Context: an optimization exercise on an open-source flow, tuned for small area and a short achievable clock period. The choices shown serve that exercise and are no tape-out recipe.
RTL that was checked went through simulation tests only; none was proved equivalent to the original.
For run 1, only the layout was checked, not whether the RTL still works.
No driver is modelled on the clock port, so clocking that relies on it looks cheaper here than on a real chip.
Power is estimated from default activity; no workload was simulated.

**flow/standard.sh**
```bash
#!/bin/bash
# synth_recipe.tcl (not shown) runs the flow's synth.tcl, then flattens the netlist and writes it again
# the make line also repeats each setting of config.mk as NAME=value (left out here)
make -C /OpenROAD-flow-scripts/flow DESIGN_CONFIG=/design/flow/config.mk WORK_HOME=/design/flow/orfs CLKGATE_MAP_FILE= SYNTH_SCRIPT=/design/flow/synth_recipe.tcl "${@:-finish}"
```
**flow/design.v**
```verilog
`timescale 1ns/10ps
module ahb_slave_decode
(
	input logic tb_HCLK,
	input logic reset,
	input logic hsel,
	input logic [31:0] haddr,
	input logic [1:0] htrans,
	input logic hwrite,
	input logic tx_fifo_empty,
	output logic hready,
	output logic hresp,
	output logic rd_strobe,
	output logic rd_zero,
	output logic tx_pop,
	output logic [3:0] hold_we,
	output logic is_encrypt_pulse,
	output logic is_decrypt_pulse
);
	logic hi_zero;
	logic is_status;
	logic is_enc;
	logic is_dec;
	logic is_block;
	logic is_tx;
	logic legal;
	logic accepted;
	logic wr_ok;
	logic dp_write;
	assign hi_zero = (haddr[31:8] == 24'd0);
	assign is_status = hi_zero && (haddr[7:2] == 6'd0);
	assign is_enc = hi_zero && (haddr[7:2] == 6'd1);
	assign is_dec = hi_zero && (haddr[7:2] == 6'd2);
	assign is_block = hi_zero && !haddr[7] && ((haddr[6:4] == 3'b001) || haddr[6]);
	assign is_tx = hi_zero && haddr[7];
	assign legal = hwrite ? (is_enc || is_dec || is_block)
		: (is_status || (is_tx && !tx_fifo_empty));
	assign accepted = hsel && htrans[1] && hready;
	assign wr_ok = accepted && hwrite;
	always_ff @(posedge tb_HCLK)
	begin
		if (reset)
		begin
			hready <= 1'b1;
			hresp <= 1'b0;
			dp_write <= 1'b0;
			hold_we <= '0;
			is_encrypt_pulse <= 1'b0;
			is_decrypt_pulse <= 1'b0;
		end
		else
		begin
			hready <= !(accepted && !legal);
			hresp <= (accepted && !legal) || !hready;
			dp_write <= wr_ok && legal;
			for (int i = 0; i < 4; i++)
				hold_we[i] <= wr_ok && is_block && (haddr[3:2] == 2'(i));
			is_encrypt_pulse <= wr_ok && is_enc;
			is_decrypt_pulse <= wr_ok && is_dec;
		end
	end
	assign rd_strobe = accepted && !hwrite && legal;
	assign rd_zero = dp_write;
	assign tx_pop = rd_strobe && !dp_write && is_tx && (haddr[3:2] == 2'd3);
endmodule
`timescale 1ns/10ps
module block_assembler
(
	input logic tb_HCLK,
	input logic reset,
	input logic [3:0] hold_we,
	input logic [31:0] hwdata,
	output logic push,
	output logic [127:0] block
);
	logic [31:0] words_q [3];
	always_ff @(posedge tb_HCLK)
	begin
		for (int i = 0; i < 3; i++)
		begin
			if (reset)
				words_q[i] <= '0;
			else if (hold_we[i])
				words_q[i] <= hwdata;
		end
	end
	assign block = {words_q[0], words_q[1], words_q[2], hwdata};
	assign push = hold_we[3];
endmodule
`timescale 1ns/10ps
module block_fifo
(
	input logic tb_HCLK,
	input logic reset,
	input logic push,
	input logic [127:0] push_data,
	input logic pop,
	input logic [1:0] word_index,
	output logic [31:0] head_word,
	output logic full,
	output logic empty
);
	logic [127:0] mem [4];
	logic [3:0] wr_sel;
	logic [3:0] rd_sel;
	logic [4:0] cnt;
	logic do_push;
	logic [4:0] cnt_if_pop;
	logic [4:0] cnt_if_no_pop;
	assign do_push = push && !full;
	assign cnt_if_pop = do_push ? cnt : {1'b0, cnt[4:1]};
	assign cnt_if_no_pop = do_push ? {cnt[3:0], 1'b0} : cnt;
	always_ff @(posedge tb_HCLK)
	begin
		for (int i = 0; i < 4; i++)
			if (wr_sel[i] && !full)
				mem[i] <= push_data;
	end
	always_ff @(posedge tb_HCLK)
	begin
		if (reset)
		begin
			wr_sel <= 4'b0001;
			rd_sel <= 4'b0001;
			cnt <= 5'b00001;
		end
		else
		begin
			if (do_push)
				wr_sel <= {wr_sel[2:0], wr_sel[3]};
			if (pop)
				rd_sel <= {rd_sel[2:0], rd_sel[3]};
			cnt <= pop ? cnt_if_pop : cnt_if_no_pop;
		end
	end
	assign full = cnt[4];
	assign empty = cnt[0];
	always_comb
	begin
		head_word = '0;
		for (int i = 0; i < 4; i++)
			for (int w = 0; w < 4; w++)
				if (rd_sel[i] && word_index == 2'(w))
					head_word = head_word | mem[i][127-32*w -: 32];
	end
endmodule
module rcv_block_fifo
(
	input logic tb_HCLK,
	input logic reset,
	input logic push,
	input logic [127:0] push_data,
	input logic pop,
	output logic [127:0] head,
	output logic full,
	output logic empty
);
	logic [127:0] ring [3];
	logic [2:0] wr_sel;
	logic [2:0] rd_sel;
	logic [4:0] cnt;
	logic [4:0] cnt_next;
	logic one;
	logic more;
	logic do_push;
	logic do_pop;
	logic head_load;
	logic ring_write;
	logic [127:0] ring_head;
	assign one = cnt[1];
	assign do_push = push && !full;
	assign do_pop = pop && !empty;
	assign head_load = empty || pop;
	assign ring_write = do_push && !empty && !(one && pop);
	always_comb
	begin
		ring_head = '0;
		for (int i = 0; i < 3; i++)
			if (rd_sel[i])
				ring_head = ring_head | ring[i];
	end
	always_ff @(posedge tb_HCLK)
	begin
		if (reset)
			head <= '0;
		else if (head_load)
			head <= more ? ring_head : push_data;
	end
	always_ff @(posedge tb_HCLK)
	begin
		for (int i = 0; i < 3; i++)
			if (wr_sel[i] && !full)
				ring[i] <= push_data;
	end
	always_comb
	begin
		cnt_next = cnt;
		if (do_push && !do_pop)
			cnt_next = {cnt[3:0], 1'b0};
		else if (do_pop && !do_push)
			cnt_next = {1'b0, cnt[4:1]};
	end
	always_ff @(posedge tb_HCLK)
	begin
		if (reset)
		begin
			wr_sel <= 3'b001;
			rd_sel <= 3'b001;
			cnt <= 5'b00001;
			more <= 1'b0;
		end
		else
		begin
			if (ring_write)
				wr_sel <= {wr_sel[1:0], wr_sel[2]};
			if (do_pop && more)
				rd_sel <= {rd_sel[1:0], rd_sel[2]};
			cnt <= cnt_next;
			more <= cnt_next[2] || cnt_next[3] || cnt_next[4];
		end
	end
	assign full = cnt[4];
	assign empty = cnt[0];
endmodule
`timescale 1ns/10ps
module slave_regs
(
	input logic tb_HCLK,
	input logic reset,
	input logic [3:0] status,
	input logic [31:0] tx_word,
	input logic rcv_full,
	input logic rcv_empty,
	input logic tx_full,
	input logic tx_empty,
	input logic rd_strobe,
	input logic rd_zero,
	input logic rd_tx_region,
	output logic [31:0] hrdata
);
	logic [31:0] status_word;
	logic [31:0] rd_word;
	assign status_word = {24'd0, rcv_empty, rcv_full, tx_empty, tx_full, status};
	assign rd_word = rd_zero ? 32'd0 : (rd_tx_region ? tx_word : status_word);
	always_ff @(posedge tb_HCLK)
	begin
		if (reset)
			hrdata <= '0;
		else if (rd_strobe)
			hrdata <= rd_word;
	end
endmodule
`timescale 1ns/10ps
module ahb_block_port
#(
	parameter int RCV_DEPTH = 4,
	parameter int TX_DEPTH = 4
)
(
	input logic tb_HCLK,
	input logic reset,
	input logic hsel,
	input logic [31:0] haddr,
	input logic [1:0] htrans,
	input logic hwrite,
	input logic [31:0] hwdata,
	input logic [3:0] status,
	input logic [127:0] data_in,
	input logic tx_enq,
	input logic rcv_deq,
	output logic [31:0] hrdata,
	output logic hready,
	output logic hresp,
	output logic is_encrypt_pulse,
	output logic is_decrypt_pulse,
	output logic [127:0] rcv_fifo_out,
	output logic tx_fifo_full,
	output logic tx_fifo_empty,
	output logic rcv_fifo_full,
	output logic rcv_fifo_empty
);
	logic rd_strobe;
	logic rd_zero;
	logic tx_pop;
	logic [3:0] hold_we;
	logic rcv_push;
	logic [127:0] rcv_block;
	logic [31:0] tx_word;
	ahb_slave_decode decode_i
	(
		.tb_HCLK(tb_HCLK),
		.reset(reset),
		.hsel(hsel),
		.haddr(haddr),
		.htrans(htrans),
		.hwrite(hwrite),
		.tx_fifo_empty(tx_fifo_empty),
		.hready(hready),
		.hresp(hresp),
		.rd_strobe(rd_strobe),
		.rd_zero(rd_zero),
		.tx_pop(tx_pop),
		.hold_we(hold_we),
		.is_encrypt_pulse(is_encrypt_pulse),
		.is_decrypt_pulse(is_decrypt_pulse)
	);
	block_assembler assembler_i
	(
		.tb_HCLK(tb_HCLK),
		.reset(reset),
		.hold_we(hold_we),
		.hwdata(hwdata),
		.push(rcv_push),
		.block(rcv_block)
	);
	slave_regs regs_i
	(
		.tb_HCLK(tb_HCLK),
		.reset(reset),
		.status(status),
		.tx_word(tx_word),
		.rcv_full(rcv_fifo_full),
		.rcv_empty(rcv_fifo_empty),
		.tx_full(tx_fifo_full),
		.tx_empty(tx_fifo_empty),
		.rd_strobe(rd_strobe),
		.rd_zero(rd_zero),
		.rd_tx_region(haddr[7]),
		.hrdata(hrdata)
	);
	rcv_block_fifo rcv_fifo_i
	(
		.tb_HCLK(tb_HCLK),
		.reset(reset),
		.push(rcv_push),
		.push_data(rcv_block),
		.pop(rcv_deq),
		.head(rcv_fifo_out),
		.full(rcv_fifo_full),
		.empty(rcv_fifo_empty)
	);
	block_fifo tx_fifo_i
	(
		.tb_HCLK(tb_HCLK),
		.reset(reset),
		.push(tx_enq),
		.push_data(data_in),
		.pop(tx_pop),
		.word_index(haddr[3:2]),
		.head_word(tx_word),
		.full(tx_fifo_full),
		.empty(tx_fifo_empty)
	);
endmodule
```
**flow/config.mk**
```make
export PLATFORM = sky130hd
export DESIGN_NAME = ahb_block_port
export DESIGN_NICKNAME = ahb_block_port
export VERILOG_FILES = /design/flow/design.v
export SDC_FILE = /design/flow/constraint.sdc
export NUM_CORES = 4
export LEC_CHECK = 0
export ABC_AREA = 1
export CAP_MARGIN = 20
export CORE_MARGIN = 2
export CORE_UTILIZATION = 40
export CTS_CLUSTER_DIAMETER = 150
export CTS_CLUSTER_SIZE = 25
export SETUP_SLACK_MARGIN = 1.45
export SLEW_MARGIN = 20
```
**flow/flow/post_cts.tcl**
```tcl
set block [ord::get_db_block]
set port_net [$block findNet tb_HCLK]
set loads [$port_net getITerms]
if {[llength $loads] == 1} {
  set root [[lindex $loads 0] getInst]
  set out_net [[$root findITerm X] getNet]
  set sinks {}
  foreach it [$out_net getITerms] {
    if {[$it getInst] ne $root} { lappend sinks $it }
  }
  if {[string match "sky130_fd_sc_hd__clkbuf*" [[$root getMaster] getName]] && [llength $sinks] <= 4} {
    puts "post_cts: removing root clock buffer [$root getName] driving [llength $sinks] pins"
    foreach it $sinks {
      $it disconnect
      $it connect $port_net
    }
    odb::dbInst_destroy $root
    odb::dbNet_destroy $out_net
  } else {
    puts "post_cts: root clock buffer kept ([llength $sinks] pins)"
  }
}
estimate_parasitics -placement
report_clock_latency
repair_timing_helper
detailed_placement
check_placement -verbose
```
**flow/constraint.sdc**
```tcl
create_clock -name core_clock -period 3.2 [get_ports {tb_HCLK}]
set_input_delay 0.6400 -clock core_clock [delete_from_list [all_inputs] [get_ports {tb_HCLK}]]
set_output_delay 0.6400 -clock core_clock [all_outputs]
set_load 0.01 [all_outputs]
```
**flow/flow/run.sh**
```bash
#!/bin/bash
export POST_CTS_TCL=$(pwd)/flow/post_cts.tcl
export SKIP_CTS_REPAIR_TIMING=1
export BUFFER_PORTS_ARGS="-buffer_cell sky130_fd_sc_hd__buf_2"
bash standard.sh > standard.log 2>&1
```
==> summary.txt, run 1 <==
type of the worst min-delay path=in2reg; Slew HR=0.501; Max Slew Vio Count=0; Sum Neg Setup Slack=0 ns; Routed Antenna Nets=0; PwrDens=approximately 500 nW/um^2; Seq/Total Area, Yosys=0.752; Cells after Synth=3503; layout cells sized above 1=0.189; Avg Cell Area, Syn=12.4 um^2; endpoints failing setup=0; post-layout net count=4080; Required @ worst endpoint=3.54 ns; CP max stage cell=buf_12; run status=timing/DRC/antenna clean; row count=120; Routed WL=between 100000 and 150000 um; post-route insts no fill=5337; Die H=between 300 and 400 um; Area Growth Syn to Fin=17.0%; vias=about 29000; reg2reg setup slack=1.41 ns; sw frac=0.213; chip width=~330 um; core box area=108000 um^2; mux cell area share after synthesis=0; combinational family with the most area after synthesis=simple AND/OR/NAND/NOR gates; initial drt markers=2936; Yosys top cell by area=edfxtp_1; CP peak stage delay=0.21 ns; P_leak=17.8 nW; Final Hold Fails=0; Post-Synth XOR/XNOR Area=0; slew of the pin with the lowest slew margin=0.749 ns; delay-heaviest family, CP=simple AND/OR/NAND/NOR gates; area of the die=between 100000 and 150000 um^2; crit path launch type=primary input; max frequency=534 MHz; crit path DAT=2.21 ns; PortBufs=368; first-pass GRT wire length=182000 um; GRT Overall Usage=0.219; Post-Synth Simple-Gate Area=0.133; TritonCTS Sinks=1186; Setup CP Type=in2reg; leading post-synthesis cells by cell area=edfxtp_1, dfxtp_1, nand2_1; synthesized flop and latch total=1186; Gate power share=0.041; area share of the largest cell type after synthesis=0.618; Max Cap Viol=0; filler instances=about 9500; clock network fraction of total power=0.302; number of synthesis warnings=8; clock skew=0.0292 ns; Int Power=20.5 mW; Top Ports=372; antenna violations before repair=35; CP Cell Sequence=buf_2 -> nor2_1 -> nand4_1 -> buf_6 -> nor2_4 -> nand2_2 -> nand2_4 -> nand3_4 -> buf_12 -> buf_12 -> nand2_2 -> o21a_1 -> nor2_1; Tcrit/Tclk final=0.585; Worst Path Buf+Inv=4; Switch Pwr=5.52 mW; Seq. cell area=between 30000 and 40000 um^2; Placer Congestion=0.791; vias in the first global route=26948; insertion delay to the later sink of the worst-skew pair=0.48 ns; Post-Syn Area=~44000 um^2; Max IR drop VDD=0.441 mV; iteration count of the initial detailed-routing pass=5; Starting Density=0.405; post-synthesis adder-cell area fraction=0.000575; placed insts=5150; detailed placement HPWL=between 70000 and 80000 um; Crit Path Max Fanout=6; Synth Net Count=3709; clock slew at reported path FFs=approximately 0.10 ns; Avg WL per Cell=23.6 um; drc violations=0; Tmin final=around 1.9 ns; footprint of the multi-input gates=10200 um^2; grt total ovfl=0; PnR Total Power=26.0 mW; largest net degree at the start of global routing=129; RSZ-0062 raised after global routing=true; CTS tree=built; Compound-Gate Fraction of Synth Area=0.0886; Yosys cell types=between 40 and 50; drt via density=5.41; Worst Hold Margin=0.372 ns; CP Capture Type=register; Sequential Power Share=0.657
==> flip-flops by register name, summed over array words and instances (netlist names) <==
| name | flops |
|---|---|
| regs_i.hrdata | 32 |
| rcv_fifo_i.cnt | 5 |
| tx_fifo_i.cnt | 5 |
| decode_i.dp_write | 1 |
| decode_i.hold_we | 4 |
| rcv_fifo_i.more | 1 |
| rcv_fifo_i.ring | 384 |
| decode_i.is_decrypt_pulse | 1 |
| tx_fifo_i.rd_sel | 4 |
| tx_fifo_i.mem | 512 |
| decode_i.hresp | 1 |
| rcv_fifo_i.rd_sel | 3 |
| decode_i.hready | 1 |
| rcv_fifo_i.head | 128 |
| decode_i.is_encrypt_pulse | 1 |
| rcv_fifo_i.wr_sel | 3 |
| tx_fifo_i.wr_sel | 4 |
| assembler_i.words_q | 96 |
==> final timing paths <==
kind                       startpoint                     to  depth (start not counted)
setup / recovery            haddr[13]       regs_i.hrdata[5]                         13
hold / removal           data_in[118]  tx_fifo_i.mem[2][118]                          1
setup reg to reg  tx_fifo_i.rd_sel[2]      regs_i.hrdata[19]                          8
hold reg to reg     regs_i.hrdata[26]      regs_i.hrdata[26]                          2
==> power groups by stage <==
stage | combinational [mW] | sequential (mW) | clock, mW
final | 1.07 | 17.1 | 7.84
after global routing | 1.15 | 17.1 | 8.47
after detailed placement | 1.01 | 17.4 | 0
after global placement | 1.01 | 17.4 | 0
after floorplan | 0.411 | 17.4 | 0
==> cell type report <==
| cell class | instances | share of cell area |
|---|---|---|
| Antenna cell | 15 | 0.000737 |
| Clock buffer | 95 | 0.0292 |
| Clock inverter | 4 | 0.00108 |
| Inverter | 69 | 0.00612 |
| Multi-Input combinational cell | 2039 | 0.201 |
| Sequential cell | 1186 | 0.644 |
| Tap cell | 1403 | 0.0345 |
| Timing Repair Buffer | 523 | 0.0825 |
| Timing Repair inverter | 3 | 0.00106 |
==> cells in the mapped netlist (all sizes together) <==
cell type,count
edfxtp,896
nand2,779
o21ai,371
dfxtp,290
nor2,287
a21oi,191
nand4,190
clkbuf,149
nand3,69
inv,67
buf,60
a22o,45
a221oi,30
a22oi,19
nor3,15
a211oi,13
o211ai,8
nor4,4
o2111ai,3
and3,2
clkinv,2
ha,2
nand3b,2
o21a,2
a211o,1
a21boi,1
a31oi,1
o21bai,1
o22ai,1
o31ai,1
or2,1
==> stage by stage <==
stage | setup WS [ns] | utilization | instance area, um^2
final | 1.33 | 0.474 | 50900
after global routing | 1.26 | 0.473 | 50900
after detailed placement | 0.353 | 0.442 | 47600
after global placement | 0.372 | 0.442 | 47600
after floorplan | 0.498 | - | 43700
==> cell usage in the layout, fill, tap and decap left out, drive strengths merged, types with 2 or more instances in the layout <==
cell type and count:
nor4 4, a221oi 30, ha 2, nand3 69, nor2 287, dfxtp 290
bufbuf 5, nand2 779, a22oi 19, o211ai 8, a211oi 13, diode 15
inv 69, o21ai 371, edfxtp 896, and3 2, nor3 15, o21a 2
buf 514, clkinvlp 3, nand4 190, o2111ai 3, clkinv 4, a22o 45
clkbuf 99, a21oi 191, nand3b 2
==> per-layer routing <==
layer / GRT usage / up-vias / part of all wire
li1: - / 13355 / -
met1: 0.296 / 14181 / 0.41
met2: 0.356 / 1082 / 0.47
met3: 0.0457 / 202 / 0.089
met4: 0.0639 / 40 / 0.030
met5: 0 / - / 0.0019
==> worst reg2reg max path: stages, from the launching register on <==
cell and delay, ns:
dfxtp_2 0.37, inv_4 0.10, nor2_4 0.05, buf_12 0.14, bufbuf_16 0.28, a221oi_1 0.28
nand3_1 0.19, nand4_1 0.14, a21oi_1 0.07
==> cells by family (layout without fill, tap and decap cells) <==
kind of cell / after synthesis / count (layout)
other: 0 / 15
adders and majority gates: 2 / 2
buffers and inverters: 278 / 694
DFF: 1186 / 1186
AOI/OAI and AO/OA: 688 / 688
and+or+nand+nor: 1349 / 1349
==> run 2: changes to the inputs <==
--- a/flow/design.v
+++ b/flow/design.v
@@ -10,14 +10,14 @@
 	input logic tx_fifo_empty,
 	output logic hready,
 	output logic hresp,
-	output logic rd_strobe,
+	output logic hi_zero,
+	output logic rd_strobe_lo,
 	output logic rd_zero,
-	output logic tx_pop,
+	output logic tx_pop_lo,
 	output logic [3:0] hold_we,
 	output logic is_encrypt_pulse,
 	output logic is_decrypt_pulse
 );
-	logic hi_zero;
 	logic is_status;
 	logic is_enc;
 	logic is_dec;
@@ -59,9 +59,11 @@
 			is_decrypt_pulse <= wr_ok && is_dec;
 		end
 	end
-	assign rd_strobe = accepted && !hwrite && legal;
+	assign rd_strobe_lo = accepted && !hwrite
+		&& ((haddr[7:2] == 6'd0) || (haddr[7] && !tx_fifo_empty));
 	assign rd_zero = dp_write;
-	assign tx_pop = rd_strobe && !dp_write && is_tx && (haddr[3:2] == 2'd3);
+	assign tx_pop_lo = accepted && !hwrite && !dp_write && haddr[7] && !tx_fifo_empty
+		&& (haddr[3:2] == 2'd3);
 endmodule
 `timescale 1ns/10ps
 module block_assembler
@@ -94,7 +96,8 @@
 	input logic reset,
 	input logic push,
 	input logic [127:0] push_data,
-	input logic pop,
+	input logic pop_hi,
+	input logic pop_lo,
 	input logic [1:0] word_index,
 	output logic [31:0] head_word,
 	output logic full,
@@ -107,9 +110,13 @@
 	logic do_push;
 	logic [4:0] cnt_if_pop;
 	logic [4:0] cnt_if_no_pop;
+	logic [4:0] cnt_if_hi;
+	logic [3:0] rd_sel_if_hi;
 	assign do_push = push && !full;
 	assign cnt_if_pop = do_push ? cnt : {1'b0, cnt[4:1]};
 	assign cnt_if_no_pop = do_push ? {cnt[3:0], 1'b0} : cnt;
+	assign cnt_if_hi = pop_lo ? cnt_if_pop : cnt_if_no_pop;
+	assign rd_sel_if_hi = pop_lo ? {rd_sel[2:0], rd_sel[3]} : rd_sel;
 	always_ff @(posedge tb_HCLK)
 	begin
 		for (int i = 0; i < 4; i++)
@@ -128,9 +135,8 @@
 		begin
 			if (do_push)
 				wr_sel <= {wr_sel[2:0], wr_sel[3]};
-			if (pop)
-				rd_sel <= {rd_sel[2:0], rd_sel[3]};
-			cnt <= pop ? cnt_if_pop : cnt_if_no_pop;
+			rd_sel <= pop_hi ? rd_sel_if_hi : rd_sel;
+			cnt <= pop_hi ? cnt_if_hi : cnt_if_no_pop;
 		end
 	end
 	assign full = cnt[4];
@@ -233,21 +239,24 @@
 	input logic rcv_empty,
 	input logic tx_full,
 	input logic tx_empty,
-	input logic rd_strobe,
+	input logic hi_zero,
+	input logic rd_strobe_lo,
 	input logic rd_zero,
 	input logic rd_tx_region,
 	output logic [31:0] hrdata
 );
 	logic [31:0] status_word;
 	logic [31:0] rd_word;
+	logic [31:0] rd_next;
 	assign status_word = {24'd0, rcv_empty, rcv_full, tx_empty, tx_full, status};
 	assign rd_word = rd_zero ? 32'd0 : (rd_tx_region ? tx_word : status_word);
+	assign rd_next = rd_strobe_lo ? rd_word : hrdata;
 	always_ff @(posedge tb_HCLK)
 	begin
 		if (reset)
 			hrdata <= '0;
-		else if (rd_strobe)
-			hrdata <= rd_word;
+		else if (hi_zero)
+			hrdata <= rd_next;
 	end
 endmodule
 `timescale 1ns/10ps
@@ -279,9 +288,10 @@
 	output logic rcv_fifo_full,
 	output logic rcv_fifo_empty
 );
-	logic rd_strobe;
+	logic hi_zero;
+	logic rd_strobe_lo;
 	logic rd_zero;
-	logic tx_pop;
+	logic tx_pop_lo;
 	logic [3:0] hold_we;
 	logic rcv_push;
 	logic [127:0] rcv_block;
@@ -297,9 +307,10 @@
 		.tx_fifo_empty(tx_fifo_empty),
 		.hready(hready),
 		.hresp(hresp),
-		.rd_strobe(rd_strobe),
+		.hi_zero(hi_zero),
+		.rd_strobe_lo(rd_strobe_lo),
 		.rd_zero(rd_zero),
-		.tx_pop(tx_pop),
+		.tx_pop_lo(tx_pop_lo),
 		.hold_we(hold_we),
 		.is_encrypt_pulse(is_encrypt_pulse),
 		.is_decrypt_pulse(is_decrypt_pulse)
@@ -323,7 +334,8 @@
 		.rcv_empty(rcv_fifo_empty),
 		.tx_full(tx_fifo_full),
 		.tx_empty(tx_fifo_empty),
-		.rd_strobe(rd_strobe),
+		.hi_zero(hi_zero),
+		.rd_strobe_lo(rd_strobe_lo),
 		.rd_zero(rd_zero),
 		.rd_tx_region(haddr[7]),
 		.hrdata(hrdata)
@@ -345,7 +357,8 @@
 		.reset(reset),
 		.push(tx_enq),
 		.push_data(data_in),
-		.pop(tx_pop),
+		.pop_hi(hi_zero),
+		.pop_lo(tx_pop_lo),
 		.word_index(haddr[3:2]),
 		.head_word(tx_word),
 		.full(tx_fifo_full),
==> run 2 against run 1 <==
Core utilization is 0.16 points lower. Critical endpoint is now rcv_fifo_empty. Non-clock buffer count is 46 higher. Clock skew is 0.0022 ns higher. Global-route usage is 0.086 points higher. First-iteration DRC count is 3.4% lower.
==> summary.txt, run 2 <==
drc violations=0 (unchanged); iteration count of the initial detailed-routing pass=5 (unchanged); worst slack, placed=0.341 ns (-0.0114 ns); Synth Flop Type=edfxtp_1; detailed placement HPWL=74700 um (+0.92%); post-layout net count=4533 (+11%); Gate power share=0.049 (+0.008); Critical Path Start=rcv_fifo_i.cnt[0]; run status=timing/DRC/antenna clean; sw frac=0.214 (+0.00185); Cells after Synth=3904 (+11%); Top Ports=372 (unchanged); CP Capture Type=output port; CP Cell Sequence=buf_2; antenna violations before repair=16 (-54%); Worst Path Buf+Inv=1 (-3); max frequency=541 MHz (+1.3%); insertion delay to the later sink of the worst-skew pair=0.48 ns (about the same); Int Power=20.6 mW (+0.59%); number of synthesis warnings=8 (unchanged); PwrDens=503 nW/um^2 (-1.4%); CTS tree=built; Seq/Total Area, Yosys=0.737 (-0.0149); Setup CP Type=reg2out; GRT Overall Usage=0.219 (+0.000863); Top Registers=tx_fifo_i.mem x512, rcv_fifo_i.ring x384, rcv_fifo_i.head x128; Yosys top cell by area=edfxtp_1; FF-to-FF End=regs_i.hrdata[15]; Routed Antenna Nets=0 (unchanged); initial drt markers=2835 (-3.4%); Tcrit/Tclk final=0.577 (-0.00773); vias=30227 (+4.7%); largest reg by FF count=tx_fifo_i.mem; crit path DAT=1.21 ns (-1.00 ns); most frequent cell after synthesis=nand2_1; vias in the first global route=28004 (+3.9%); Die H=337 um (+1.0%); Max Cap Viol=0 (unchanged); async set-reset flop share out of synthesis=0 (unchanged); combinational family with the most area after synthesis=simple AND/OR/NAND/NOR gates; reg2reg setup slack=1.39 ns (-0.02 ns); synth cell count leaders=nand2_1, edfxtp_1, nor2_1, o21ai_0, dfxtp_1; largest net degree at the start of global routing=113 (-12%); max FFs per register=512 (unchanged); endpoints failing setup=0 (unchanged); Starting Density=0.402 (-0.00251); type of the worst min-delay path=in2reg; Slew HR=0.483 (-0.0177); TritonCTS Sinks=1186 (unchanged); slew of the pin with the lowest slew margin=0.776 ns (+0.0265 ns); Placer Congestion=0.789 (-0.29%); Post-Synth Simple-Gate Area=0.173 (+0.0402); Reg-to-Reg Start=tx_fifo_i.rd_sel[0]; Yosys cell types=32 (-26%); clock skew=0.0314 ns (+0.00217 ns); CP peak stage delay=0.47 ns (+0.26 ns); layout cells sized above 1=0.179 (-0.0105); Tmin final=1.85 ns (-0.0247 ns); area of the die=114000 um^2 (+2.0%); first-pass GRT wire length=185000 um (+1.9%); Post-Synth XOR/XNOR Area=0 (unchanged); Synth Net Count=4110 (+11%); Avg WL per Cell=22.0 um (-7.1%); Crit Path Max Fanout=4 (-2); Routed WL=129000 um (+2.1%); fin worst setup slack=1.35 ns (+0.0247 ns); chip width=337 um (+1.0%); Area Growth Syn to Fin=17.3%; Max Slew Vio Count=0 (unchanged); Sequential Power Share=0.652 (-0.005); Sum Neg Setup Slack=0 ns (unchanged); delay-heaviest family, CP=flip-flops; core box area=110000 um^2 (+2.7%); clock slew at reported path FFs=0.10 ns (about the same); Compound-Gate Fraction of Synth Area=0.0647 (-0.0239); crit path launch type=register; area share of the largest cell type after synthesis=0.606 (-0.0123); commonest cells after routing, fill and taps aside=nand2_1, edfxtp_1, nor2_1; RSZ-0062 raised after global routing=true; Final Hold Fails=0 (unchanged); Post-Syn Area=44400 um^2 (+2.0%); Required @ worst endpoint=2.56 ns (-0.98 ns); mux cell area share after synthesis=0 (unchanged); drt via density=5.15 (-4.7%); Switch Pwr=5.62 mW (+1.7%); clock network fraction of total power=0.299 (-0.003); Post-synth EDFFs=896 (unchanged); worst reg2reg path depth=12 (+4); PortBufs=368 (unchanged); CP max stage cell=dfxtp_1; grt total ovfl=0 (unchanged); synthesized flop and latch total=1186 (unchanged); P_leak=19.5 nW (+9.5%); post-synthesis adder-cell area fraction=0.000564 (-0.0000114); row count=122 (+1.7%); Max IR drop VDD=0.421 mV (-4.5%); Avg Cell Area, Syn=11.4 um^2 (-8.5%); Worst Setup EP=rcv_fifo_empty; leading post-synthesis cells by cell area=edfxtp_1, dfxtp_1, nand2_1; Crit. path cell count=1 (-12); commonest non-fill, non-tap cell in the layout=nand2_1
-- run 2: changes by cell type after synthesis, moves of 21 or more --
| cell | delta |
|---|---|
| o21a_1 | +22 |
| nand2_1 | +423 |
| a21oi_1 | -38 |
| nor2_1 | +161 |
| a221oi_1 | -30 |
| a22o_1 | -45 |
| nand4_1 | -21 |
-- run 2: how the worst min path moves through the flow --
stage                                         end  cells past startpoint  slack (ns)                 startpoint
after floorplan           rcv_fifo_i.ring[0][100]                      0        0.45  assembler_i.words_q[0][4]
after global placement           regs_i.hrdata[2]                      2        0.45           regs_i.hrdata[2]
after detailed placement         regs_i.hrdata[2]                      2        0.45           regs_i.hrdata[2]
after global routing         tx_fifo_i.mem[1][73]                      1        0.38                data_in[73]
final                        tx_fifo_i.mem[2][46]                      1        0.39                data_in[46]
-- run 2: metal layers --
layer	share of wire	wire (um)	GRT usage
met5	0.0011	141	0
met4	0.026	3310	0.0625
met3	0.068	8810	0.0364
met2	0.49	62900	0.370
met1	0.42	53700	0.292
-- run 2: area by class of cell --
| class | count | area [um^2] |
|---|---|---|
| fill | 10033 | 58300 |
| sequential | 1186 | 32700 |
| multi-input combinational | 2452 | 11200 |
| timing repair buffer | 569 | 4410 |
| tap | 1488 | 1860 |
| clock buffer | 96 | 1510 |
| inverter | 65 | 299 |
| clock inverter | 3 | 26.3 |
| antenna | 5 | 12.5 |
| timing repair inverter | 1 | 7.51 |
-- run 2: cells by family (layout without fill, tap and decap cells) --
kind of cell	Yosys count	in the layout
compound gates	557	557
simple gates	1886	1893
flops	1186	1186
fa+ha+maj	2	2
other cells	0	5
buf+inv	273	734
-- run 2: power groups by stage --
stage	registers, mW	clock network, mW	logic, mW
after global routing	17.1	8.45	1.38
after floorplan	17.4	0	0.452
final	17.1	7.84	1.29
after detailed placement	17.4	0	1.12
after global placement	17.4	0	1.11
-- run 2: metrics by stage --
step                cell area [um^2]   util  power (mW)  cells  hold slack (ns)
detailed placement             48600  0.441        18.5   5654            0.455
floorplan                      44700      -        17.9   3904            0.454
global route                   52100  0.472        26.9   5862            0.377
finish                         52100  0.472        26.2   5865            0.392
global placement               48600  0.440        18.5   5653            0.451
==> run 3: changes to the inputs <==
--- a/flow/design.v
+++ b/flow/design.v
@@ -27,6 +27,7 @@
 	logic accepted;
 	logic wr_ok;
 	logic dp_write;
+	logic err_first;
 	assign hi_zero = (haddr[31:8] == 24'd0);
 	assign is_status = hi_zero && (haddr[7:2] == 6'd0);
 	assign is_enc = hi_zero && (haddr[7:2] == 6'd1);
@@ -35,13 +36,14 @@
 	assign is_tx = hi_zero && haddr[7];
 	assign legal = hwrite ? (is_enc || is_dec || is_block)
 		: (is_status || (is_tx && !tx_fifo_empty));
-	assign accepted = hsel && htrans[1] && hready;
+	assign accepted = hsel && htrans[1] && !err_first;
 	assign wr_ok = accepted && hwrite;
 	always_ff @(posedge tb_HCLK)
 	begin
 		if (reset)
 		begin
 			hready <= 1'b1;
+			err_first <= 1'b0;
 			hresp <= 1'b0;
 			dp_write <= 1'b0;
 			hold_we <= '0;
@@ -51,7 +53,8 @@
 		else
 		begin
 			hready <= !(accepted && !legal);
-			hresp <= (accepted && !legal) || !hready;
+			err_first <= accepted && !legal;
+			hresp <= (accepted && !legal) || err_first;
 			dp_write <= wr_ok && legal;
 			for (int i = 0; i < 4; i++)
 				hold_we[i] <= wr_ok && is_block && (haddr[3:2] == 2'(i));
@@ -101,7 +104,9 @@
 	input logic [1:0] word_index,
 	output logic [31:0] head_word,
 	output logic full,
-	output logic empty
+	output logic empty,
+	output logic full_out,
+	output logic empty_out
 );
 	logic [127:0] mem [4];
 	logic [3:0] wr_sel;
@@ -130,6 +135,8 @@
 			wr_sel <= 4'b0001;
 			rd_sel <= 4'b0001;
 			cnt <= 5'b00001;
+			full_out <= 1'b0;
+			empty_out <= 1'b1;
 		end
 		else
 		begin
@@ -137,6 +144,8 @@
 				wr_sel <= {wr_sel[2:0], wr_sel[3]};
 			rd_sel <= pop_hi ? rd_sel_if_hi : rd_sel;
 			cnt <= pop_hi ? cnt_if_hi : cnt_if_no_pop;
+			full_out <= (pop_hi && pop_lo) ? 1'b0 : (full_out || (cnt[3] && do_push));
+			empty_out <= do_push ? 1'b0 : (empty_out || (cnt[1] && pop_hi && pop_lo));
 		end
 	end
 	assign full = cnt[4];
@@ -159,7 +168,9 @@
 	input logic pop,
 	output logic [127:0] head,
 	output logic full,
-	output logic empty
+	output logic empty,
+	output logic full_out,
+	output logic empty_out
 );
 	logic [127:0] ring [3];
 	logic [2:0] wr_sel;
@@ -214,6 +225,8 @@
 			rd_sel <= 3'b001;
 			cnt <= 5'b00001;
 			more <= 1'b0;
+			full_out <= 1'b0;
+			empty_out <= 1'b1;
 		end
 		else
 		begin
@@ -223,6 +236,8 @@
 				rd_sel <= {rd_sel[1:0], rd_sel[2]};
 			cnt <= cnt_next;
 			more <= cnt_next[2] || cnt_next[3] || cnt_next[4];
+			full_out <= do_pop ? 1'b0 : (full_out || (cnt[3] && do_push));
+			empty_out <= do_push ? 1'b0 : (empty_out || (cnt[1] && do_pop));
 		end
 	end
 	assign full = cnt[4];
@@ -246,18 +261,17 @@
 	output logic [31:0] hrdata
 );
 	logic [31:0] status_word;
-	logic [31:0] rd_word;
-	logic [31:0] rd_next;
+	logic load;
+	logic take_tx;
+	logic take_status;
+	logic keep;
 	assign status_word = {24'd0, rcv_empty, rcv_full, tx_empty, tx_full, status};
-	assign rd_word = rd_zero ? 32'd0 : (rd_tx_region ? tx_word : status_word);
-	assign rd_next = rd_strobe_lo ? rd_word : hrdata;
+	assign load = hi_zero && rd_strobe_lo;
+	assign take_tx = !reset && load && !rd_zero && rd_tx_region;
+	assign take_status = !reset && load && !rd_zero && !rd_tx_region;
+	assign keep = !reset && !load;
 	always_ff @(posedge tb_HCLK)
-	begin
-		if (reset)
-			hrdata <= '0;
-		else if (hi_zero)
-			hrdata <= rd_next;
-	end
+		hrdata <= ({32{take_tx}} & tx_word) | ({32{take_status}} & status_word) | ({32{keep}} & hrdata);
 endmodule
 `timescale 1ns/10ps
 module ahb_block_port
@@ -296,6 +310,10 @@
 	logic rcv_push;
 	logic [127:0] rcv_block;
 	logic [31:0] tx_word;
+	logic rcv_full;
+	logic rcv_empty;
+	logic tx_full;
+	logic tx_empty;
 	ahb_slave_decode decode_i
 	(
 		.tb_HCLK(tb_HCLK),
@@ -304,7 +322,7 @@
 		.haddr(haddr),
 		.htrans(htrans),
 		.hwrite(hwrite),
-		.tx_fifo_empty(tx_fifo_empty),
+		.tx_fifo_empty(tx_empty),
 		.hready(hready),
 		.hresp(hresp),
 		.hi_zero(hi_zero),
@@ -330,10 +348,10 @@
 		.reset(reset),
 		.status(status),
 		.tx_word(tx_word),
-		.rcv_full(rcv_fifo_full),
-		.rcv_empty(rcv_fifo_empty),
-		.tx_full(tx_fifo_full),
-		.tx_empty(tx_fifo_empty),
+		.rcv_full(rcv_full),
+		.rcv_empty(rcv_empty),
+		.tx_full(tx_full),
+		.tx_empty(tx_empty),
 		.hi_zero(hi_zero),
 		.rd_strobe_lo(rd_strobe_lo),
 		.rd_zero(rd_zero),
@@ -348,8 +366,10 @@
 		.push_data(rcv_block),
 		.pop(rcv_deq),
 		.head(rcv_fifo_out),
-		.full(rcv_fifo_full),
-		.empty(rcv_fifo_empty)
+		.full(rcv_full),
+		.empty(rcv_empty),
+		.full_out(rcv_fifo_full),
+		.empty_out(rcv_fifo_empty)
 	);
 	block_fifo tx_fifo_i
 	(
@@ -361,7 +381,9 @@
 		.pop_lo(tx_pop_lo),
 		.word_index(haddr[3:2]),
 		.head_word(tx_word),
-		.full(tx_fifo_full),
-		.empty(tx_fifo_empty)
+		.full(tx_full),
+		.empty(tx_empty),
+		.full_out(tx_fifo_full),
+		.empty_out(tx_fifo_empty)
 	);
 endmodule
--- a/flow/config.mk
+++ b/flow/config.mk
@@ -11,5 +11,5 @@
 export CORE_UTILIZATION = 40
 export CTS_CLUSTER_DIAMETER = 150
 export CTS_CLUSTER_SIZE = 25
-export SETUP_SLACK_MARGIN = 1.45
+export SETUP_SLACK_MARGIN = 1.55
 export SLEW_MARGIN = 20
==> run 3 against run 2 <==
Sequential power about the same. Sequential share of layout area up 0.34 points. Combinational power about the same. Via count down 0.77%. Power up 0.23%. Core utilization about the same. Clock skew up 0.0090 ns. Clock-buffer cell count down 3.
==> summary.txt, run 3 <==
Post-synth EDFFs=896 (unchanged); placed insts=5611 (-0.76%); core box area=111000 um^2 (+0.14%); area share of the largest cell type after synthesis=0.604 (-0.00174); Placer Congestion=0.784 (-0.56%); commonest non-fill, non-tap cell in the layout=nand2_1; Routed Antenna Nets=0 (unchanged); Setup CP Type=reg2reg; Area Growth Syn to Fin=17.0%; Top Registers=tx_fifo_i.mem x512, rcv_fifo_i.ring x384, rcv_fifo_i.head x128; Synth Flop Type=edfxtp_1; clock skew=0.0404 ns (+0.00895 ns); Seq. cell area=32900 um^2 (+0.57%); vias in the first global route=27442 (-2.0%); Yosys top cell by area=edfxtp_1; worst reg2reg path depth=3 (-9); Tmin final=1.71 ns (-0.141 ns); Final Hold Fails=0 (unchanged); endpoints failing setup=0 (unchanged); largest reg by FF count=tx_fifo_i.mem; PortBufs=368 (unchanged); Avg WL per Cell=22.3 um (+1.4%); commonest cells after routing, fill and taps aside=nand2_1, edfxtp_1, o21ai_0; iteration count of the initial detailed-routing pass=7 (+2); max FFs per register=512 (unchanged); PwrDens=504 nW/um^2 (+0.20%); run status=timing/DRC/antenna clean; drc violations=0 (unchanged); Avg Cell Area, Syn=11.5 um^2 (+0.88%); largest net degree at the start of global routing=160 (+42%); TritonCTS Sinks=1191 (+0.42%); Starting Density=0.403 (+0.000599); Top Ports=372 (unchanged); insertion delay to the later sink of the worst-skew pair=0.47 ns (about the same); initial drt markers=2657 (-6.3%); number of synthesis warnings=8 (unchanged); Cells after Synth=3881 (-0.59%); max frequency=586 MHz (+8.3%); Required @ worst endpoint=3.53 ns (+0.97 ns); Crit Path Max Fanout=16 (+12); async set-reset flop share out of synthesis=0 (unchanged); Hold Path Cell Cnt=1 (unchanged); Max IR drop VDD=0.456 mV (+8.4%); crit path launch type=register; Sum Neg Setup Slack=0 ns (unchanged); layout cells sized above 1=0.188 (+0.00918); post-route insts no fill=5815 (-0.85%); Post-Syn Area=44500 um^2 (+0.29%); drt via density=5.16 (about the same); Synth Net Count=4087 (-0.56%); Tcrit/Tclk final=0.533 (-0.0440); slew of the pin with the lowest slew margin=0.810 ns (+0.0346 ns); CTS tree=built; antenna violations before repair=25 (+9); Max Cap Viol=0 (unchanged); Yosys cell types=35 (+9.4%); footprint of the multi-input gates=11000 um^2 (-2.3%); post-layout net count=4483 (-1.1%); first-pass GRT wire length=180000 um (-3.0%); grt total ovfl=0 (unchanged); vias=29993 (-0.77%); GRT Overall Usage=0.212 (-0.00794); Die H=338 um (+0.14%); P_leak=19.5 nW (about the same); chip width=338 um (+0.14%); RSZ-0062 raised after global routing=true; Routed WL=129000 um (+0.54%); Seq/Total Area, Yosys=0.737 (about the same); CP Capture Type=register; synthesized flop and latch total=1191 (+0.42%); area of the die=114000 um^2 (+0.28%); clock slew at reported path FFs=0.11 ns (about the same); filler instances=10074 (+0.41%); crit path DAT=2.03 ns (+0.82 ns); Max Slew Vio Count=0 (unchanged); row count=122 (unchanged); leading post-synthesis cells by cell area=edfxtp_1, dfxtp_1, nand2_1; synth cell count leaders=nand2_1, edfxtp_1, nor2_1, o21ai_0, dfxtp_1; type of the worst min-delay path=in2reg; Slew HR=0.460 (-0.0231); detailed placement HPWL=72300 um (-3.3%); most frequent cell after synthesis=nand2_1
run 3: cell count changes after synthesis, sizes merged, moves of 21 or more:
cell and change:
nor2 -51, clkbuf -37, buf +32, nand2 +30, o21a -24, inv +22, o21ai +22, nand4 -21
run 3: worst paths after layout:
kind                                          start                    endpoint  slack [ns]
worst max-delay path            decode_i.hold_we[0]  assembler_i.words_q[0][20]        1.49
worst min-delay path                   data_in[124]       tx_fifo_i.mem[3][124]        0.38
worst max register to register  decode_i.hold_we[0]  assembler_i.words_q[0][20]        1.49
worst min register to register   tx_fifo_i.full_out          tx_fifo_i.full_out        0.46
run 3: per-layer routing:
layer,part of all wire,GRT usage,vias up
met4,0.019,0.0447,40
met2,0.49,0.357,997
met1,0.41,0.280,14645
li1,-,-,14145
met5,0.0020,0,-
met3,0.081,0.0461,166
run 3: cell type report:
class | count | share of cell area
inverter | 86 | 0.00735
multi-input combinational | 2403 | 0.210
sequential | 1191 | 0.632
tap | 1488 | 0.0357
antenna | 9 | 0.000432
clock inverter | 2 | 0.000528
clock buffer | 93 | 0.0283
timing repair buffer | 541 | 0.0851
timing repair inverter | 2 | 0.000288
run 3: through the flow:
step | worst slack, ns | util | hold slack, ns | area [um^2] | power, mW
final | 1.49 | 0.471 | 0.379 | 52100 | 26.3
after global routing | 1.49 | 0.471 | 0.357 | 52100 | 27.1
after detailed placement | 0.729 | 0.441 | 0.456 | 48700 | 18.7
after global placement | 0.729 | 0.441 | 0.460 | 48700 | 18.7
after floorplan | 0.521 | - | 0.446 | 44900 | 18.1
run 3: kinds of logic after synthesis:
group | after synthesis | synth area share
flops | 1191 | 0.737
buf+inv | 289 | 0.0281
fa+ha+maj | 2 | 0.000562
simple gates | 1838 | 0.170
compound gates | 561 | 0.0647
run 3: power by group:
| part | switching, mW | total (mW) | internal (mW) |
|---|---|---|---|
| Combinational | 0.891 | 1.27 | 0.377 |
| Clock | 4.62 | 7.80 | 3.17 |
| Sequential | 0.122 | 17.2 | 17.1 |
| Total | 5.64 | 26.3 | 20.6 |
run 3: critical path, cell delays in order, from the launching register on:
cell and delay, ns:
dfxtp_1 0.56, clkinvlp_4 0.47, nor2_1 0.44, nor2_1 0.09
==> run 4: changes to the inputs <==
--- a/flow/design.v
+++ b/flow/design.v
@@ -15,6 +15,7 @@
 	output logic rd_zero,
 	output logic tx_pop_lo,
 	output logic [3:0] hold_we,
+	output logic [2:0] hold_keep,
 	output logic is_encrypt_pulse,
 	output logic is_decrypt_pulse
 );
@@ -47,6 +48,7 @@
 			hresp <= 1'b0;
 			dp_write <= 1'b0;
 			hold_we <= '0;
+			hold_keep <= '1;
 			is_encrypt_pulse <= 1'b0;
 			is_decrypt_pulse <= 1'b0;
 		end
@@ -58,6 +60,8 @@
 			dp_write <= wr_ok && legal;
 			for (int i = 0; i < 4; i++)
 				hold_we[i] <= wr_ok && is_block && (haddr[3:2] == 2'(i));
+			for (int i = 0; i < 3; i++)
+				hold_keep[i] <= !(wr_ok && is_block && (haddr[3:2] == 2'(i)));
 			is_encrypt_pulse <= wr_ok && is_enc;
 			is_decrypt_pulse <= wr_ok && is_dec;
 		end
@@ -74,6 +78,7 @@
 	input logic tb_HCLK,
 	input logic reset,
 	input logic [3:0] hold_we,
+	input logic [2:0] hold_keep,
 	input logic [31:0] hwdata,
 	output logic push,
 	output logic [127:0] block
@@ -82,12 +87,7 @@
 	always_ff @(posedge tb_HCLK)
 	begin
 		for (int i = 0; i < 3; i++)
-		begin
-			if (reset)
-				words_q[i] <= '0;
-			else if (hold_we[i])
-				words_q[i] <= hwdata;
-		end
+			words_q[i] <= reset ? '0 : (({32{hold_we[i]}} & hwdata) | ({32{hold_keep[i]}} & words_q[i]));
 	end
 	assign block = {words_q[0], words_q[1], words_q[2], hwdata};
 	assign push = hold_we[3];
@@ -177,6 +177,8 @@
 	logic [2:0] rd_sel;
 	logic [4:0] cnt;
 	logic [4:0] cnt_next;
+	logic [4:0] cnt_if_no_pop;
+	logic [4:0] cnt_if_pop;
 	logic one;
 	logic more;
 	logic do_push;
@@ -209,14 +211,9 @@
 			if (wr_sel[i] && !full)
 				ring[i] <= push_data;
 	end
-	always_comb
-	begin
-		cnt_next = cnt;
-		if (do_push && !do_pop)
-			cnt_next = {cnt[3:0], 1'b0};
-		else if (do_pop && !do_push)
-			cnt_next = {1'b0, cnt[4:1]};
-	end
+	assign cnt_if_no_pop = do_push ? {cnt[3:0], 1'b0} : cnt;
+	assign cnt_if_pop = empty ? cnt_if_no_pop : (do_push ? cnt : {1'b0, cnt[4:1]});
+	assign cnt_next = pop ? cnt_if_pop : cnt_if_no_pop;
 	always_ff @(posedge tb_HCLK)
 	begin
 		if (reset)
@@ -307,6 +304,7 @@
 	logic rd_zero;
 	logic tx_pop_lo;
 	logic [3:0] hold_we;
+	logic [2:0] hold_keep;
 	logic rcv_push;
 	logic [127:0] rcv_block;
 	logic [31:0] tx_word;
@@ -330,6 +328,7 @@
 		.rd_zero(rd_zero),
 		.tx_pop_lo(tx_pop_lo),
 		.hold_we(hold_we),
+		.hold_keep(hold_keep),
 		.is_encrypt_pulse(is_encrypt_pulse),
 		.is_decrypt_pulse(is_decrypt_pulse)
 	);
@@ -338,6 +337,7 @@
 		.tb_HCLK(tb_HCLK),
 		.reset(reset),
 		.hold_we(hold_we),
+		.hold_keep(hold_keep),
 		.hwdata(hwdata),
 		.push(rcv_push),
 		.block(rcv_block)
==> run 4 against run 3 <==
Sequential power about the same. Global-route usage rose by 0.40 points. Hold slack gained 0.0026 ns. Final area grew 0.69%. Critical path depth down 2. Sequential share of layout area is 0.34 points lower. Core utilization increased by 0.32 points. Synthesized cell count is essentially flat. Routed wire length increased by 1.5%. Setup slack improved by 0.079 ns. Critical path type is now reg2out. Largest power group unchanged.
==> summary.txt, run 4 <==
Synth Flop Type=edfxtp_1; clock slew at reported path FFs=0.10 ns (about the same); reg2reg setup slack=1.58 ns (+0.09 ns); Cells after Synth=3884 (+0.077%); Die H=338 um (about the same); Post-synth EDFFs=896 (unchanged); Reg-to-Reg Start=tx_fifo_i.rd_sel[2]; worst reg2reg path depth=11 (+8); Area after DPL=48900 um^2 (+0.31%); Max Slew Vio Count=0 (unchanged); Avg WL per Cell=22.5 um (+1.0%); Yosys cell types=31 (-11%); FF-to-FF End=regs_i.hrdata[15]; Top Registers=tx_fifo_i.mem x512, rcv_fifo_i.ring x384, rcv_fifo_i.head x128; Required @ worst endpoint=2.56 ns (-0.97 ns); number of synthesis warnings=8 (unchanged); synthesized flop and latch total=1194 (+0.25%); type of the worst min-delay path=in2reg; largest reg by FF count=tx_fifo_i.mem; drt via density=5.14 (-0.37%); detailed placement HPWL=73100 um (+1.1%); area of the die=114000 um^2 (about the same); Max IR drop VDD=0.415 mV (-8.9%); CP peak stage delay=0.37 ns (-0.19 ns); commonest cells after routing, fill and taps aside=nand2_1, edfxtp_1, buf_2; Avg Cell Area, Syn=11.5 um^2 (about the same); PwrDens=500 nW/um^2 (-0.83%); CTS tree=built; insertion delay to the later sink of the worst-skew pair=0.47 ns (about the same); area share of the largest cell type after synthesis=0.604 (about the same); initial drt markers=2745 (+3.3%); largest net degree at the start of global routing=180 (+13%); RSZ-0062 raised after global routing=true; Top Ports=372 (unchanged); CP Capture Type=output port; slew of the pin with the lowest slew margin=0.872 ns (+0.0618 ns); vias in the first global route=27546 (+0.38%); delay-heaviest family, CP=flip-flops; CP Cell Sequence=buf_2; synth cell count leaders=nand2_1, edfxtp_1, dfxtp_1, o21ai_0, a21oi_1; row count=122 (unchanged); Post-Syn Area=44500 um^2 (about the same); Routed Antenna Nets=0 (unchanged); chip width=338 um (about the same); placed insts=5624 (+0.23%); HP Start=data_in[83]; PnR Total Power=26.2 mW (-0.15%); PortBufs=368 (unchanged); layout cells sized above 1=0.195 (+0.00661); P_leak=19.2 nW (-1.2%); Yosys top cell by area=edfxtp_1; async set-reset flop share out of synthesis=0 (unchanged); vias=30009 (+0.053%); CP max stage cell=dfxtp_2; Crit Path Max Fanout=2 (-14); most frequent cell after synthesis=nand2_1; Routed WL=131000 um (+1.5%); core box area=111000 um^2 (unchanged); Setup CP Type=reg2out; end of the worst hold path=tx_fifo_i.mem[0][83]; antenna violations before repair=17 (-32%); commonest non-fill, non-tap cell in the layout=nand2_1; clock skew=0.0267 ns (-0.0137 ns); endpoints failing setup=0 (unchanged); GRT Overall Usage=0.216 (+0.00400); Starting Density=0.403 (about the same); Tmin final=1.63 ns (-0.0794 ns); max frequency=614 MHz (+4.9%); run status=timing/DRC/antenna clean; iteration count of the initial detailed-routing pass=6 (-1); TritonCTS Sinks=1194 (+0.25%); Sum Neg Setup Slack=0 ns (unchanged); Slew HR=0.419 (-0.0412); Area Growth Syn to Fin=17.8%; first-pass GRT wire length=183000 um (+1.7%); crit path launch type=register; Hold Path Cell Cnt=1 (unchanged); Placer Congestion=0.805 (+2.7%); crit path DAT=0.99 ns (-1.04 ns); Seq/Total Area, Yosys=0.738 (+0.00120); drc violations=0 (unchanged); grt total ovfl=0 (unchanged); post-route cell area=52500 um^2 (+0.69%); Synth Net Count=4088 (+0.024%); leading post-synthesis cells by cell area=edfxtp_1, dfxtp_1, nand2_1; Final Hold Fails=0 (unchanged); Worst Path Buf+Inv=1 (unchanged); post-layout net count=4506 (+0.51%); Max Cap Viol=0 (unchanged); Tcrit/Tclk final=0.509 (-0.0248); max FFs per register=512 (unchanged); post-route insts no fill=5840 (+0.43%)
[run 4: cell count changes after synthesis, sizes merged, moves of 2 or more]
cell,change
o21ai,-97
ha,-2
nor3,-3
buf,-7
a21oi,+96
clkbuf,+6
dfxtp,+3
nand4,+3
nor2,-183
o211ai,-4
nand2,+194
[run 4: cell families after synthesis]
| group | after synthesis | synth area share |
|---|---|---|
| buffers and inverters | 289 | 0.0274 |
| AO/OA/AOI/OAI | 554 | 0.0642 |
| AND/OR/NAND/NOR | 1847 | 0.170 |
| flip-flops | 1194 | 0.738 |
[run 4: worst reg2reg max path: stages (launching register included)]
cell and delay (ns):
dfxtp_4 0.37, clkinvlp_4 0.08, buf_12 0.12, nor2_4 0.04, buf_4 0.17, clkbuf_16 0.21, nand2_1 0.08, nand2_1 0.05
nor2_1 0.11, nand2_1 0.08, nor2_2 0.14, o21ai_2 0.07
[run 4: metrics by stage]
step | hold WS (ns) | setup WS, ns | utilization
2_1_floorplan | 0.427 | 0.513 | -
3_5_place_dp | 0.443 | 0.424 | 0.442
3_3_place_gp | 0.433 | 0.434 | 0.442
5_1_grt | 0.365 | 1.48 | 0.475
6_report | 0.382 | 1.57 | 0.475
[run 4: cell type report]
class                      count  area (um^2)
timing repair buffer         561         4670
clock inverter                 3         26.3
inverter                      87          378
tap                         1488         1860
antenna                        6         15.0
multi-input combinational   2406        11000
clock buffer                  95         1480
sequential                  1194        33000
fill                       10067        58100
[run 4: per-layer routing]
| layer | GRT usage | up-vias | wire [um] |
|---|---|---|---|
| met5 | 0 | - | 142 |
| met4 | 0.0576 | 20 | 3590 |
| met3 | 0.0346 | 186 | 9710 |
| met2 | 0.368 | 1021 | 64800 |
| met1 | 0.285 | 14619 | 53100 |
| li1 | - | 14163 | - |
[run 4: where the power goes]
part | switching [mW] | internal [mW]
logic | 0.875 | 0.371
clock network | 4.62 | 3.18
registers | 0.118 | 17.1
[run 4: worst max-delay path by stage]
| stage | start | endpoint | depth (start not counted) | slack [ns] |
|---|---|---|---|---|
| after floorplan | tx_fifo_i.cnt[4] | tx_fifo_i.mem[0][0] | 1 | 0.51 |
| after global placement | haddr[3] | regs_i.hrdata[10] | 10 | 0.43 |
| after detailed placement | haddr[3] | regs_i.hrdata[16] | 10 | 0.42 |
| after global routing | haddr[13] | tx_fifo_i.rd_sel[3] | 10 | 1.48 |
| final | rcv_fifo_i.head[5] | rcv_fifo_out[5] | 1 | 1.57 |
==> run 5: changes to the inputs <==
--- a/flow/config.mk
+++ b/flow/config.mk
@@ -8,8 +8,9 @@
 export ABC_AREA = 1
 export CAP_MARGIN = 20
 export CORE_MARGIN = 2
-export CORE_UTILIZATION = 40
+export CORE_UTILIZATION = 55
 export CTS_CLUSTER_DIAMETER = 150
 export CTS_CLUSTER_SIZE = 25
+export PLACE_DENSITY = 0.65
 export SETUP_SLACK_MARGIN = 1.55
 export SLEW_MARGIN = 20
==> run 5 against run 4 <==
Combinational power shrank 4%. Critical path depth up 9. Hold slack lost 0.0058 ns. Sequential power about the same. Synthesized area unchanged. Clock-buffer cell count unchanged. Largest power group unchanged. Register-to-register slack got worse by 0.02 ns. Die area shrank 27%. Clock skew is 0.00086 ns lower. Maximum frequency fell by 0.76%. Critical endpoint is now regs_i.hrdata[18].
==> summary.txt, run 5 <==
run status=timing/DRC/antenna clean; Worst Path Buf+Inv=3 (+2); Die H=289 um (-15%); P_leak=18.9 nW (-1.7%); area share of the largest cell type after synthesis=0.604 (unchanged); Area Growth Syn to Fin=14.8%; Yosys top cell by area=edfxtp_1; Placer Congestion=0.799 (-0.79%); vias in the first global route=27323 (-0.81%); slew of the pin with the lowest slew margin=0.927 ns (+0.0553 ns); fin worst setup slack=1.56 ns (-0.0125 ns); initial drt markers=3002 (+9.4%); core box area=80300 um^2 (-27%); CP Cell Sequence=inv_2 -> nor2_4 -> buf_12 -> buf_4 -> nand2_1 -> nand2_1 -> nor2_1 -> nand2_1 -> nor2_2 -> o21ai_2; Final Hold Fails=0 (unchanged); drc violations=0 (unchanged); Routed Antenna Nets=0 (unchanged); CP max stage cell=dfxtp_1; CTS tree=built; Max Cap Viol=0 (unchanged); delay-heaviest family, CP=simple AND/OR/NAND/NOR gates; Cells after Synth=3884 (unchanged); first-pass GRT wire length=171000 um (-6.6%); commonest cells after routing, fill and taps aside=nand2_1, edfxtp_1, buf_2; clock slew at reported path FFs=0.11 ns (about the same); drt via density=5.62 (+9.3%); insertion delay to the later sink of the worst-skew pair=0.47 ns (about the same); largest reg by FF count=tx_fifo_i.mem; post-layout net count=4464 (-0.93%); Tmin final=1.64 ns (+0.0125 ns); Avg Cell Area, Syn=11.5 um^2 (unchanged); chip width=289 um (-15%); iteration count of the initial detailed-routing pass=6 (unchanged); Top Registers=tx_fifo_i.mem x512, rcv_fifo_i.ring x384, rcv_fifo_i.head x128; max frequency=610 MHz (-0.76%); Slew HR=0.381 (-0.0377); grt total ovfl=0 (unchanged); Starting Density=0.555 (+0.152); Crit Path Max Fanout=6 (+4); Synth Net Count=4088 (unchanged); Top Ports=372 (unchanged); leading post-synthesis cells by cell area=edfxtp_1, dfxtp_1, nand2_1; CP Capture Type=register; commonest non-fill, non-tap cell in the layout=nand2_1; Post-Syn Area=44500 um^2 (unchanged); Synth Flop Type=edfxtp_1; Setup CP Type=reg2reg; PwrDens=511 nW/um^2 (+2.2%); Max IR drop VDD=0.497 mV (+20%); async set-reset flop share out of synthesis=0 (unchanged); endpoints failing setup=0 (unchanged); synth cell count leaders=nand2_1, edfxtp_1, dfxtp_1, o21ai_0, a21oi_1; Post-synth EDFFs=896 (unchanged); GRT Overall Usage=0.276 (+0.0603); CP peak stage delay=0.37 ns (about the same); Seq/Total Area, Yosys=0.738 (unchanged); detailed placement HPWL=67500 um (-7.6%); Tcrit/Tclk final=0.513 (+0.00391); largest net degree at the start of global routing=180 (unchanged); worst slack, placed=0.536 ns (+0.112 ns); Yosys cell types=31 (unchanged); Critical Path Start=tx_fifo_i.rd_sel[0]; most frequent CP cell=nand2_1; Reg-to-Reg Start=tx_fifo_i.rd_sel[0]; crit path launch type=register; HP Start=data_in[29]; max FFs per register=512 (unchanged); antenna violations before repair=15 (-2); area of the die=83300 um^2 (-27%); RSZ-0062 raised after global routing=true; Sum Neg Setup Slack=0 ns (unchanged); crit path DAT=2.01 ns (+1.02 ns); number of synthesis warnings=8 (unchanged); Required @ worst endpoint=3.56 ns (+1.00 ns); TritonCTS Sinks=1194 (unchanged); PortBufs=368 (unchanged); vias=30177 (+0.56%); synthesized flop and latch total=1194 (unchanged); type of the worst min-delay path=in2reg; Avg WL per Cell=22.8 um (+1.3%); layout cells sized above 1=0.179 (-0.0158); most frequent cell after synthesis=nand2_1; row count=104 (-15%); Routed WL=122000 um (-6.9%); clock skew=0.0258 ns (-0.000858 ns); Max Slew Vio Count=0 (unchanged)
-- run 5: changes by cell type in the layout (fill, tap and decap cells not counted), moves of 5 or more --
cell     before   now
buf_6        19     8
nor2_2       25    14
nand2_2      16     4
nor2_1      154   169
nor2_4       34    29
buf_4        99    84
nand2_1    1401  1415
buf_2       349   359
buf_12       74    48
-- run 5: cells by family after synthesis --
| kind of cell | share of synthesized area |
|---|---|
| flops | 0.738 |
| compound gates | 0.0642 |
| simple gates | 0.170 |
| buf+inv | 0.0274 |
-- run 5: layout make-up --
| type | instances | area [um^2] |
|---|---|---|
| Clock buffer | 95 | 1460 |
| Sequential cell | 1194 | 33000 |
| Tap cell | 1060 | 1330 |
| Timing Repair Buffer | 521 | 4030 |
| Fill cell | 6243 | 29200 |
| Clock inverter | 4 | 50.0 |
| Inverter | 87 | 364 |
| Multi-Input combinational cell | 2404 | 10900 |
| Antenna cell | 6 | 15.0 |
-- run 5: through the flow --
stage	hold slack [ns]	total power, mW	cells	utilization	cell area [um^2]
floorplan	0.427	18.0	3884	-	45000
global placement	0.435	18.6	5191	0.600	48200
detailed placement	0.443	18.6	5191	0.600	48200
global route	0.363	26.9	5369	0.636	51100
finish	0.376	26.1	5371	0.637	51100
-- run 5: final timing paths --
check | end | slack [ns] | cells past startpoint
worst min-delay path | tx_fifo_i.mem[3][29] | 0.38 | 1
worst max register to register | regs_i.hrdata[18] | 1.56 | 10
worst min register to register | tx_fifo_i.full_out | 0.46 | 2
worst max-delay path | regs_i.hrdata[18] | 1.56 | 10
-- run 5: report_power, final --
| part | total [mW] | leakage (nW) | switching [mW] | internal, mW |
|---|---|---|---|---|
| combinational | 1.20 | 7.02 | 0.855 | 0.341 |
| clock | 7.73 | 0.714 | 4.59 | 3.14 |
| sequential | 17.2 | 11.2 | 0.119 | 17.1 |
-- run 5: routing by layer --
layer  global-route usage  part of all wire  wire [um]  vias up
li1                     -                 -          -    14094
met1                0.374              0.40      48400    14654
met2                0.461              0.49      60100     1216
met3               0.0426             0.081       9860      197
met4               0.0869             0.033       3980       16
met5                    0           0.00088        108        -
==> run 6: changes to the inputs <==
--- a/flow/config.mk
+++ b/flow/config.mk
@@ -12,5 +12,5 @@
 export CTS_CLUSTER_DIAMETER = 150
 export CTS_CLUSTER_SIZE = 25
 export PLACE_DENSITY = 0.65
-export SETUP_SLACK_MARGIN = 1.55
+export SETUP_SLACK_MARGIN = 1.6
 export SLEW_MARGIN = 20
==> run 6 against run 5 <==
Largest cell class unchanged. Clock skew grew 0.0011 ns. Synthesized area is the same. Sequential cell count is the same. Combinational power is essentially flat. Via count grew 0.48%. Register-to-register slack gained 0.02 ns. Clock power is essentially flat. Setup slack gained 0.021 ns.
==> summary.txt, run 6 <==
run status=timing/DRC/antenna clean; GRT Overall Usage=0.279 (+0.00273); chip width=289 um (unchanged); insertion delay to the later sink of the worst-skew pair=0.47 ns (about the same); Synth Net Count=4088 (unchanged); Top Ports=372 (unchanged); CTS tree=built; slew of the pin with the lowest slew margin=0.729 ns (-0.199 ns); synth cell count leaders=nand2_1, edfxtp_1, dfxtp_1, o21ai_0, a21oi_1; PnR Total Power=26.1 mW (+0.12%); Cells after Synth=3884 (unchanged); Starting Density=0.555 (unchanged); first-pass GRT wire length=173000 um (+1.2%); commonest cells after routing, fill and taps aside=nand2_1, edfxtp_1, buf_2; Yosys top cell by area=edfxtp_1; area share of the largest cell type after synthesis=0.604 (unchanged); CP peak stage delay=0.40 ns (+0.03 ns); detailed placement HPWL=67400 um (-0.17%); Area Growth Syn to Fin=17.5%; Top Registers=tx_fifo_i.mem x512, rcv_fifo_i.ring x384, rcv_fifo_i.head x128; Area after DPL=48200 um^2 (about the same); clock skew=0.0269 ns (+0.00112 ns); filler instances=6142 (-1.6%); Yosys cell types=31 (unchanged); most frequent cell after synthesis=nand2_1; Seq/Total Area, Yosys=0.738 (unchanged); endpoints failing setup=0 (unchanged); initial drt markers=3105 (+3.4%); Max IR drop VDD=0.563 mV (+13%); drt via density=5.60 (-0.41%); Worst Hold Margin=0.386 ns (+0.00989 ns); Required @ worst endpoint=2.56 ns (-1.00 ns); post-layout net count=4511 (+1.1%); row count=104 (unchanged); delay-heaviest family, CP=flip-flops; Avg WL per Cell=22.8 um (about the same); Avg Cell Area, Syn=11.5 um^2 (unchanged); layout cells sized above 1=0.215 (+0.0358); core box area=80300 um^2 (unchanged); TritonCTS Sinks=1194 (unchanged); number of synthesis warnings=8 (unchanged); synthesized flop and latch total=1194 (unchanged); largest net degree at the start of global routing=180 (unchanged); CP max stage cell=dfxtp_4; Tmin final=1.62 ns (-0.0206 ns); max frequency=617 MHz (+1.3%); largest reg by FF count=tx_fifo_i.mem; iteration count of the initial detailed-routing pass=6 (unchanged); Slew HR=0.509 (+0.128); Max Cap Viol=0 (unchanged); CP Capture Type=output port; Max Slew Vio Count=0 (unchanged); post-route cell area=52300 um^2 (+2.4%); Placer Congestion=0.807 (+0.95%); Die H=289 um (unchanged); Post-Syn Area=44500 um^2 (unchanged); Tcrit/Tclk final=0.506 (-0.00644); clock slew at reported path FFs=0.10 ns (about the same); Routed Antenna Nets=0 (unchanged); drc violations=0 (unchanged); PwrDens=500 nW/um^2 (-2.2%); final core utilization=0.652 (+0.0152); PortBufs=368 (unchanged); vias=30322 (+0.48%); Routed WL=123000 um (+0.89%); max FFs per register=512 (unchanged); Worst Path Buf+Inv=1 (-2); Setup CP Type=reg2out; antenna violations before repair=17 (+2); Post-synth EDFFs=896 (unchanged); CP Cell Sequence=buf_6; Synth Flop Type=edfxtp_1; crit path DAT=0.98 ns (-1.03 ns); RSZ-0062 raised after global routing=true; leading post-synthesis cells by cell area=edfxtp_1, dfxtp_1, nand2_1; Sum Neg Setup Slack=0 ns (unchanged); vias in the first global route=27691 (+1.3%); grt total ovfl=0 (unchanged); Crit Path Max Fanout=2 (-4); type of the worst min-delay path=in2reg; P_leak=19.4 nW (+2.5%); commonest non-fill, non-tap cell in the layout=nand2_1; area of the die=83300 um^2 (unchanged); Final Hold Fails=0 (unchanged); crit path launch type=register; async set-reset flop share out of synthesis=0 (unchanged)
run 6: worst paths after layout:
check                 startpoint  slack, ns                   end  depth (start not counted)
max            regs_i.hrdata[15]       1.58            hrdata[15]                          1
min                  data_in[80]       0.39  tx_fifo_i.mem[2][80]                          1
max reg2reg      rcv_fifo_i.more       1.58   rcv_fifo_i.head[86]                          3
min reg2reg  rcv_fifo_i.full_out       0.45   rcv_fifo_i.full_out                          2
run 6: final cells by class:
class	count	area [um^2]	share of cell area
inverter	87	392	0.00748
timing repair buffer	568	4950	0.0946
antenna	7	17.5	0.000335
multi-input combinational	2404	11000	0.211
tap	1060	1330	0.0253
clock inverter	2	17.5	0.000335
clock buffer	97	1510	0.0289
sequential	1194	33100	0.632
run 6: metal layers:
metal	vias up	track usage	wire [um]
li1	14179	-	-
met1	14788	0.378	49200
met2	1138	0.471	61000
met3	195	0.0380	9150
met4	22	0.0860	3930
met5	-	0	130
run 6: kinds of logic after synthesis:
logic type      after synthesis  synth area share
simple gates               1847             0.170
flops                      1194             0.738
compound gates              554            0.0642
buf+inv                     289            0.0274
run 6: power by group:
group | internal [mW] | switching, mW
clock network | 3.23 | 4.52
registers | 17.1 | 0.117
logic | 0.365 | 0.855
total | 20.7 | 5.49
run 6: per-stage QoR:
step,setup slack [ns],instances
2_1_floorplan,0.513,3884
3_3_place_gp,0.615,5187
3_5_place_dp,0.570,5187
5_1_grt,1.52,5415
6_report,1.58,5419

-- re-timing with driven ports --
No port has a modelled driver above. Below, the same layouts with a new extraction and two added sets of constraints.
Step 1 assumes that a clkbuf_16 drives the clock port and a buf_2 every other input.
Step 2 also shifts input and output timing later by t, the mid clock arrival at the registers, as if the neighbouring blocks saw the same clock.
a / b / c = ideal ports / drivers / drivers and shift; a / b = the first two.
| run | shift t [ns] | slack for setup (ns) |
|---|---|---|
| run 1 | 0.610 | 1.327 / 1.310 / 0.813 |
| run 2 | 0.610 | 1.352 / 1.203 / 0.895 |
| run 3 | 0.599 | 1.493 / 1.420 / 1.060 |
| run 4 | 0.606 | 1.572 / 1.423 / 1.078 |
| run 5 | 0.603 | 1.560 / 1.426 / 1.019 |
| run 6 | 0.581 | 1.581 / 1.452 / 1.022 |
After both steps setup and hold are still met in every run listed.
